From an optimization exercise on the open Yosys and OpenROAD flow, aimed at small area; shortcuts taken in it are not production practice. The RTL was checked by simulation tests, not by an equivalence proof against the original design.

==> sierra <==
==> flow/design.v <==
`timescale 1ns/1ps
package rvPkg;
    typedef enum logic [2:0] {
        IMM_I = 3'd0,
        IMM_S = 3'd1,
        IMM_B = 3'd2,
        IMM_J = 3'd3,
        IMM_U = 3'd4
    } immSrc_e;
    typedef enum logic [1:0] {
        FWD_EX  = 2'b00,
        FWD_WB  = 2'b01,
        FWD_MEM = 2'b10
    } forward_e;
    typedef enum logic {
        SRCB_REG = 1'b0,
        SRCB_IMM = 1'b1
    } aluSrc_e;
    typedef enum logic [2:0] {
        ALU_ADD = 3'b000,
        ALU_SUB = 3'b001,
        ALU_AND = 3'b010,
        ALU_OR  = 3'b011,
        ALU_SLT = 3'b101
    } aluControl_e;
    typedef enum logic [1:0] {
        RES_MEM = 2'b00,
        RES_ALU = 2'b01,
        RES_PC4 = 2'b10,
        RES_IMM = 2'b11
    } resultSrc_e;
    typedef union packed {
        struct packed {
            logic [6:0]           funct7;
            logic [5-1:0] rs2;
            logic [5-1:0] rs1;
            logic [2:0]           funct3;
            logic [5-1:0] rd;
            logic [6:0]           opcode;
        } rFields;
        struct packed {
            logic [11:0]          imm12;
            logic [5-1:0] rs1;
            logic [2:0]           funct3;
            logic [5-1:0] rd;
            logic [6:0]           opcode;
        } iFields;
        struct packed {
            logic [6:0]           immHi;
            logic [5-1:0] rs2;
            logic [5-1:0] rs1;
            logic [2:0]           funct3;
            logic [4:0]           immLo;
            logic [6:0]           opcode;
        } sFields;
        struct packed {
            logic                 sign;      
            logic [5:0]           imm10to5;
            logic [5-1:0] rs2;
            logic [5-1:0] rs1;
            logic [2:0]           funct3;
            logic [3:0]           imm4to1;
            logic                 imm11;
            logic [6:0]           opcode;
        } bFields;
    } instrWord_u;
    typedef struct packed {
        logic [6:0]           opcode;
        logic [2:0]           funct3;
        logic                 funct7b5;
        logic [5-1:0] rs1;
        logic [5-1:0] rs2;
        logic [5-1:0] rd;
    } decodeInfo_t;
    typedef struct packed {
        immSrc_e immSrc;
    } decodeCtrl_t;
    typedef struct packed {
        aluSrc_e     aluSrc;
        aluControl_e aluControl;
        forward_e    forwardA;
        forward_e    forwardB;
    } exCtrl_t;
    typedef struct packed {
        resultSrc_e resultSrcM;
        resultSrc_e resultSrcW;
        logic       regWriteW;
    } wbCtrl_t;
    typedef struct packed {
        logic [32-1:0]   rd1;
        logic [32-1:0]   rd2;
        logic [32-1:0]   pc;
        logic [32-1:0]   extImm;
        logic [32-1:0]   pcPlus4;
        logic [5-1:0] rs1;
        logic [5-1:0] rs2;
        logic [5-1:0] rd;
    } exStage_t;
    typedef struct packed {
        logic [32-1:0]   aluResult;
        logic [32-1:0]   writeData;
        logic [32-1:0]   extImm;
        logic [32-1:0]   pcPlus4;
        logic [5-1:0] rd;
    } memStage_t;
endpackage
`timescale 1ns/1ps
module rvDatapath (
    input  logic        clk,
    input  logic        reset,
    input  logic        stallF_i,
    input  logic        stallD_i,
    input  logic        flushD_i,
    input  logic        flushE_i,
    input  logic        pcSrcE_i,
    input  logic [31:0] instrF_i,
    input  logic [31:0] readDataM_i,
    input  logic [2:0]  decodeCtrl_i,
    input  logic [7:0]  exCtrl_i,
    input  logic [4:0]  wbCtrl_i,
    output logic [31:0] pcF_o,
    output logic [25:0] decodeInfo_o,
    output logic [4:0]  rs1E_o,
    output logic [4:0]  rs2E_o,
    output logic [4:0]  rdE_o,
    output logic        zeroE_o,
    output logic [4:0]  rdM_o,
    output logic [31:0] aluResultM_o,
    output logic [31:0] writeDataM_o,
    output logic [4:0]  rdW_o
);
    function automatic logic [32:0] bkCarry(input logic [31:0] p, input logic [31:0] g,
                                            input logic ci);
        logic [31:0] gu, pu, gl, pl, G;
        gu = g;
        gu[0] = g[0] | (p[0] & ci);
        pu = p;
        for (int l = 1; l <= 5; l++) begin
            gl = gu;
            pl = pu;
            for (int j = (1 << l) - 1; j < 32; j += (1 << l)) begin
                gu[j] = gl[j] | (pl[j] & gl[j - (1 << (l - 1))]);
                pu[j] = pl[j] & pl[j - (1 << (l - 1))];
            end
        end
        G = gu;
        for (int l = 4; l >= 1; l--)
            for (int j = (1 << l) + (1 << (l - 1)) - 1; j < 32; j += (1 << l))
                G[j] = G[j] | (pu[j] & G[j - (1 << (l - 1))]);
        for (int j = 2; j < 32; j += 2)
            G[j] = G[j] | (p[j] & G[j - 1]);
        bkCarry = {gu[31], G[30:0], ci};
    endfunction
    logic [31:0] pcF, pcTargetE;
    always_ff @(posedge clk) begin
        if (reset)          pcF <= 32'h0000_1000;
        else if (pcSrcE_i)  pcF <= pcTargetE;
        else if (!stallF_i) pcF <= {pcF[31:2] + 30'd1, pcF[1:0]};
    end
    assign pcF_o = pcF;
    logic [31:0] instrD, pcD;
    logic        vD;
    always_ff @(posedge clk) begin
        if (!stallD_i) begin
            instrD <= instrF_i;
            pcD    <= pcF;
        end
        if (reset || flushD_i) vD <= 1'b0;
        else if (!stallD_i)    vD <= 1'b1;
    end
    assign decodeInfo_o = vD ? {instrD[6:0], instrD[14:12], instrD[30], instrD[19:15],
                                instrD[24:20], instrD[11:7]} : 26'd0;
    logic [31:7] iE;
    logic [31:0] pcE;
    logic [2:0]  immSrcE;
    logic [31:1] oh1E, oh2E;    
    logic        vE, clrE;
    assign clrE = reset | flushE_i | ~vD;
    always_ff @(posedge clk) begin
        iE      <= clrE ? 25'd0 : instrD[31:7];
        pcE     <= clrE ? 32'd0 : pcD;
        vE      <= ~clrE;
        immSrcE <= decodeCtrl_i;
        for (int r = 1; r < 32; r++) begin
            oh1E[r] <= ~clrE & (instrD[19:15] == r);
            oh2E[r] <= ~clrE & (instrD[24:20] == r);
        end
    end
    assign rs1E_o = iE[19:15];
    assign rs2E_o = iE[24:20];
    assign rdE_o  = iE[11:7];
    logic isI, isS, isB, isJ, isU;
    logic [31:0] immE;
    assign isU = immSrcE[2];
    assign isJ = ~immSrcE[2] &  immSrcE[1] &  immSrcE[0];
    assign isB = ~immSrcE[2] &  immSrcE[1] & ~immSrcE[0];
    assign isS = ~immSrcE[2] & ~immSrcE[1] &  immSrcE[0];
    assign isI = ~immSrcE[2] & ~immSrcE[1] & ~immSrcE[0];
    assign immE[0]     = (isI & iE[20]) | (isS & iE[7]);
    assign immE[4:1]   = ({4{isI | isJ}} & iE[24:21]) | ({4{isS | isB}} & iE[11:8]);
    assign immE[10:5]  = {6{~isU}} & iE[30:25];
    assign immE[11]    = ((isI | isS) & iE[31]) | (isB & iE[7]) | (isJ & iE[20]);
    assign immE[19:12] = (isU | isJ) ? iE[19:12] : {8{iE[31]}};
    assign immE[30:20] = isU ? iE[30:20] : {11{iE[31]}};
    assign immE[31]    = iE[31];
    logic [31:0] pcPlus4E;
    logic [29:0] pcIncE;
    assign pcIncE   = pcE[31:2] + 30'd1;
    assign pcPlus4E = {pcIncE[29:1], pcIncE[0] & vE, pcE[1:0]};
    logic [31:0] tP, tG;
    assign tP = pcE ^ immE;
    assign tG = pcE & immE;
    logic [32:0] tC;
    assign tC = bkCarry(tP, tG, 1'b0);
    assign pcTargetE = tP ^ tC[31:0];
    logic [31:0] rf [1:31];
    logic [31:0] resultW, fwdM;
    logic [4:0]  rdWq, rdMq;
    logic        wvW, wrEn;
    assign wrEn = wbCtrl_i[0] & ~reset & wvW & (rdWq != 5'd0);
    genvar k;
    generate
        for (k = 1; k < 32; k++) begin : g_rf
            always_ff @(posedge clk)
                if (wrEn && rdWq == k) rf[k] <= resultW;
        end
    endgenerate
    logic [1:0]  fA, fB;
    logic [31:0] srcA, wdE, srcB;
    assign fA = exCtrl_i[3:2];
    assign fB = exCtrl_i[1:0];
    logic [31:0] rd1E, rd2E;
    always_comb begin
        rd1E = 32'd0;
        rd2E = 32'd0;
        for (int r = 1; r < 32; r++) begin
            rd1E = rd1E | ({32{oh1E[r]}} & rf[r]);
            rd2E = rd2E | ({32{oh2E[r]}} & rf[r]);
        end
    end
    logic [31:0] tB;
    assign srcA = fA[0] ? resultW : (fA[1] ? fwdM : rd1E);
    assign tB   = fB[1] ? fwdM : rd2E;
    assign wdE  = fB[0] ? resultW : tB;
    assign srcB = (~exCtrl_i[7] & fB[0]) ? resultW : (exCtrl_i[7] ? immE : tB);
    logic [2:0]  aluCtl;
    logic        sub, lt;
    logic [31:0] bI, aP, aG, sum;
    assign aluCtl = exCtrl_i[6:4];
    assign sub    = aluCtl[0] & ~aluCtl[1];    
    assign bI     = srcB ^ {32{sub}};
    assign aP     = srcA ^ bI;
    assign aG     = srcA & bI;                  
    logic [32:0] aC;
    assign aC     = bkCarry(aP, aG, sub);
    assign sum    = aP ^ aC[31:0];
    assign lt     = aP[31] ^ aC[32];            
    logic [31:0] aOr, aLogic;
    logic        zSum;
    assign aOr    = aP | aG;                    
    assign aLogic = aluCtl[0] ? aOr : aG;
    assign zSum   = (aP == {aOr[30:0], sub});
    logic [31:0] aluNextM;
    always_comb begin
        if (reset)          aluNextM = 32'd0;
        else if (aluCtl[2]) aluNextM = {31'd0, lt};
        else if (aluCtl[1]) aluNextM = aLogic;
        else                aluNextM = sum;
    end
    assign zeroE_o = aluCtl[2] ? ~lt : (aluCtl[1] ? (aLogic == 32'd0) : zSum);
    logic [31:0] aluM, wdM, immM, pc4M;
    logic        vM;
    always_ff @(posedge clk) begin
        aluM <= aluNextM;
        wdM  <= wdE;
        immM <= immE;
        pc4M <= pcPlus4E;
        rdMq <= iE[11:7];
        vM   <= ~reset;
    end
    assign aluResultM_o = aluM;
    assign writeDataM_o = {32{vM}} & wdM;
    assign rdM_o        = {5{vM}} & rdMq;
    logic [1:0] rsM, rsW;
    assign rsM  = wbCtrl_i[4:3];
    assign fwdM = ({32{~rsM[1]}}            & aluM) |
                  ({32{vM & (rsM == 2'd2)}} & pc4M) |
                  ({32{vM & (rsM == 2'd3)}} & immM);
    logic [31:0] aluW, rdataW, immW, pc4W;
    logic        vR;
    always_ff @(posedge clk) begin
        aluW   <= aluM;
        immW   <= immM;
        pc4W   <= pc4M;
        rdWq   <= rdMq;
        rdataW <= readDataM_i;
        wvW    <= vM & ~reset;
        vR     <= ~reset;
    end
    assign rsW     = wbCtrl_i[2:1];
    assign resultW = ({32{vR  & (rsW == 2'd0)}} & rdataW) |
                     ({32{wvW & (rsW == 2'd1)}} & aluW) |
                     ({32{wvW & (rsW == 2'd2)}} & pc4W) |
                     ({32{wvW & (rsW == 2'd3)}} & immW);
    assign rdW_o   = {5{wvW}} & rdWq;
endmodule
==> flow/flow/run.sh <==
#!/bin/bash
set -euo pipefail
export BUFFER_PORTS_ARGS="-buffer_cell sky130_fd_sc_hd__buf_2"
bash standard.sh > standard_flow.log 2>&1
==> flow/standard.sh <==
#!/bin/bash
# synth_recipe.tcl (not shown) runs the flow's synth.tcl, then flattens the netlist and writes it again
# the make line also repeats each setting of config.mk as NAME=value (left out here)
make -C /OpenROAD-flow-scripts/flow DESIGN_CONFIG=/design/flow/config.mk WORK_HOME=/design/flow/orfs CLKGATE_MAP_FILE= SYNTH_SCRIPT=/design/flow/synth_recipe.tcl "${@:-finish}"
==> flow/config.mk <==
export PLATFORM = sky130hd
export DESIGN_NAME = rvDatapath
export DESIGN_NICKNAME = rvDatapath
export VERILOG_FILES = /design/flow/design.v
export SDC_FILE = /design/flow/constraint.sdc
export NUM_CORES = 4
export LEC_CHECK = 0
export CAP_MARGIN = 20
export CORE_MARGIN = 2
export CORE_UTILIZATION = 35
export CTS_BUF_LIST = sky130_fd_sc_hd__clkbuf_16
export CTS_CLUSTER_DIAMETER = 80
export CTS_CLUSTER_SIZE = 20
export PLACE_DENSITY = 0.5
export SLEW_MARGIN = 20
==> flow/constraint.sdc <==
create_clock -name core_clock -period 8.5 [get_ports {clk}]
set_input_delay 1.7000 -clock core_clock [delete_from_list [all_inputs] [get_ports {clk}]]
set_output_delay 1.7000 -clock core_clock [all_outputs]
set_load 0.01 [all_outputs]
==> harbor (differences from sierra) <==
CAP_MARGIN = 10   (was 20)
CORE_UTILIZATION = 50   (was 35)
PLACE_DENSITY = 0.6   (was 0.5)
SLEW_MARGIN = 10   (was 20)
==> cedar (differences from sierra) <==
==> flow/run.sh (new file) <==
#!/bin/bash
# synth_recipe.tcl (not shown) runs the flow's synth.tcl, then flattens the netlist and writes it again
# the make line also repeats each setting of config.mk as NAME=value (left out here)
make -C /OpenROAD-flow-scripts/flow DESIGN_CONFIG=/design/flow/config.mk WORK_HOME=/design/flow/orfs CLKGATE_MAP_FILE= SYNTH_SCRIPT=/design/flow/synth_recipe.tcl finish
PLACE_DENSITY = 0.45   (was 0.5)
removed: flow/flow/run.sh
removed: flow/standard.sh
==> run notes <==
item                                                                                         harbor                             cedar                    sierra
Area post-placement                                                                      66,300 um2                        69,400 um2                67,400 um2
Run status                                                                 timing/DRC/antenna clean          timing/DRC/antenna clean  timing/DRC/antenna clean
Signal buf overhead                                                                           4.34%                             7.12%                     4.62%
Launching point of the worst reg2reg path                                                        vR                           oh2E[5]                   oh2E[7]
Fillers                                                                                      10,222                            16,592                    16,642
Diode insertion count for antenna repair                                                         10                                 9                        11
GRT met2 Usage                                                                                61.2%                             49.4%                     46.3%
Length of routed met3 wiring                                                              49,700 um                         42,100 um                 47,500 um
Multi-input gate share of total cell area                                                     30.1%                             28.7%                     29.6%
Vias in the first global route                                                               46,604                            47,958                    46,815
Sink of the worst hold path                                                                pc4W[20]                           immW[6]                  immW[23]
F_max                                                                                     0.120 GHz                         0.120 GHz                 0.122 GHz
Slowest-stage cell, CP                                                     sky130_fd_sc_hd__a21oi_1  sky130_fd_sc_hd__clkdlybuf4s50_1  sky130_fd_sc_hd__a21oi_1
Per-cell via count in the routed design                                                        7.67                              6.78                      6.85
Detail Placement HPWL                                                                    180,000 um                        216,000 um                200,000 um
Die Outline Area                                                                        127,000 um2                       181,000 um2               181,000 um2
Overall die width                                                                            357 um                            426 um                    426 um
Largest voltage drop on the vdd net                                                        0.203 mV                          0.144 mV                  0.138 mV
Data arrival at the endpoint of the critical path                                           6660 ps                           6600 ps                   6530 ps
Multi-input combinational cell area                                                      20,700 um2                        20,800 um2                20,700 um2
Fraction of final layout cells sized beyond drive strength 1                                  15.2%                             13.6%                     16.1%
Number of antenna violations at the first check in global routing                                17                                17                        18
Portion of the clock cycle consumed by the worst path in the final layout                     98.3%                             97.7%                     96.8%
Reg2Reg Setup Slack                                                                         2010 ps                           2080 ps                   2020 ps
Stages on the worst setup path                                                                   18                                19                        17
Post-route worst hold slack                                                                  343 ps                            350 ps                    344 ps

## what the ideal ports hide
No port has a modelled driver above. Below, the same layouts with a new extraction and two added sets of constraints.
Step 1 (the two cells are an assumption about what drives the block):
set clk [get_ports {clk}]
set_driving_cell -lib_cell sky130_fd_sc_hd__clkbuf_16 $clk
set_driving_cell -lib_cell sky130_fd_sc_hd__buf_2 [delete_from_list [all_inputs] $clk]
Step 2 adds t to the input delays and takes it off the output delays; t is the mean of the earliest and latest rising clock arrival at the registers after step 1. Input paths then give back, and output paths get back, about the clock's delay inside the block.
Slacks: no drivers / after step 1 / after step 2; pairs: no drivers / after step 1.
run | shift t [ns] | slack for setup (ns) | latest minus earliest clock arrival (ns) | worst register clock-pin slew, ns | cell pins on the clock port's net
sierra | 0.834 | 0.272 / 0.251 / 0.251 | 0.047 / 0.047 | 0.09 / 0.09 | 1
harbor | 0.792 | 0.145 / 0.103 / 0.103 | 0.041 / 0.041 | 0.10 / 0.10 | 1
cedar | 0.839 | 0.197 / 0.124 / 0.176 | 0.049 / 0.050 | 0.10 / 0.10 | 1
After both steps setup and hold are still met in every run listed. The setup slack of harbor, which loses most, moves by -0.042 ns with the drivers and by -0.042 ns with both steps.
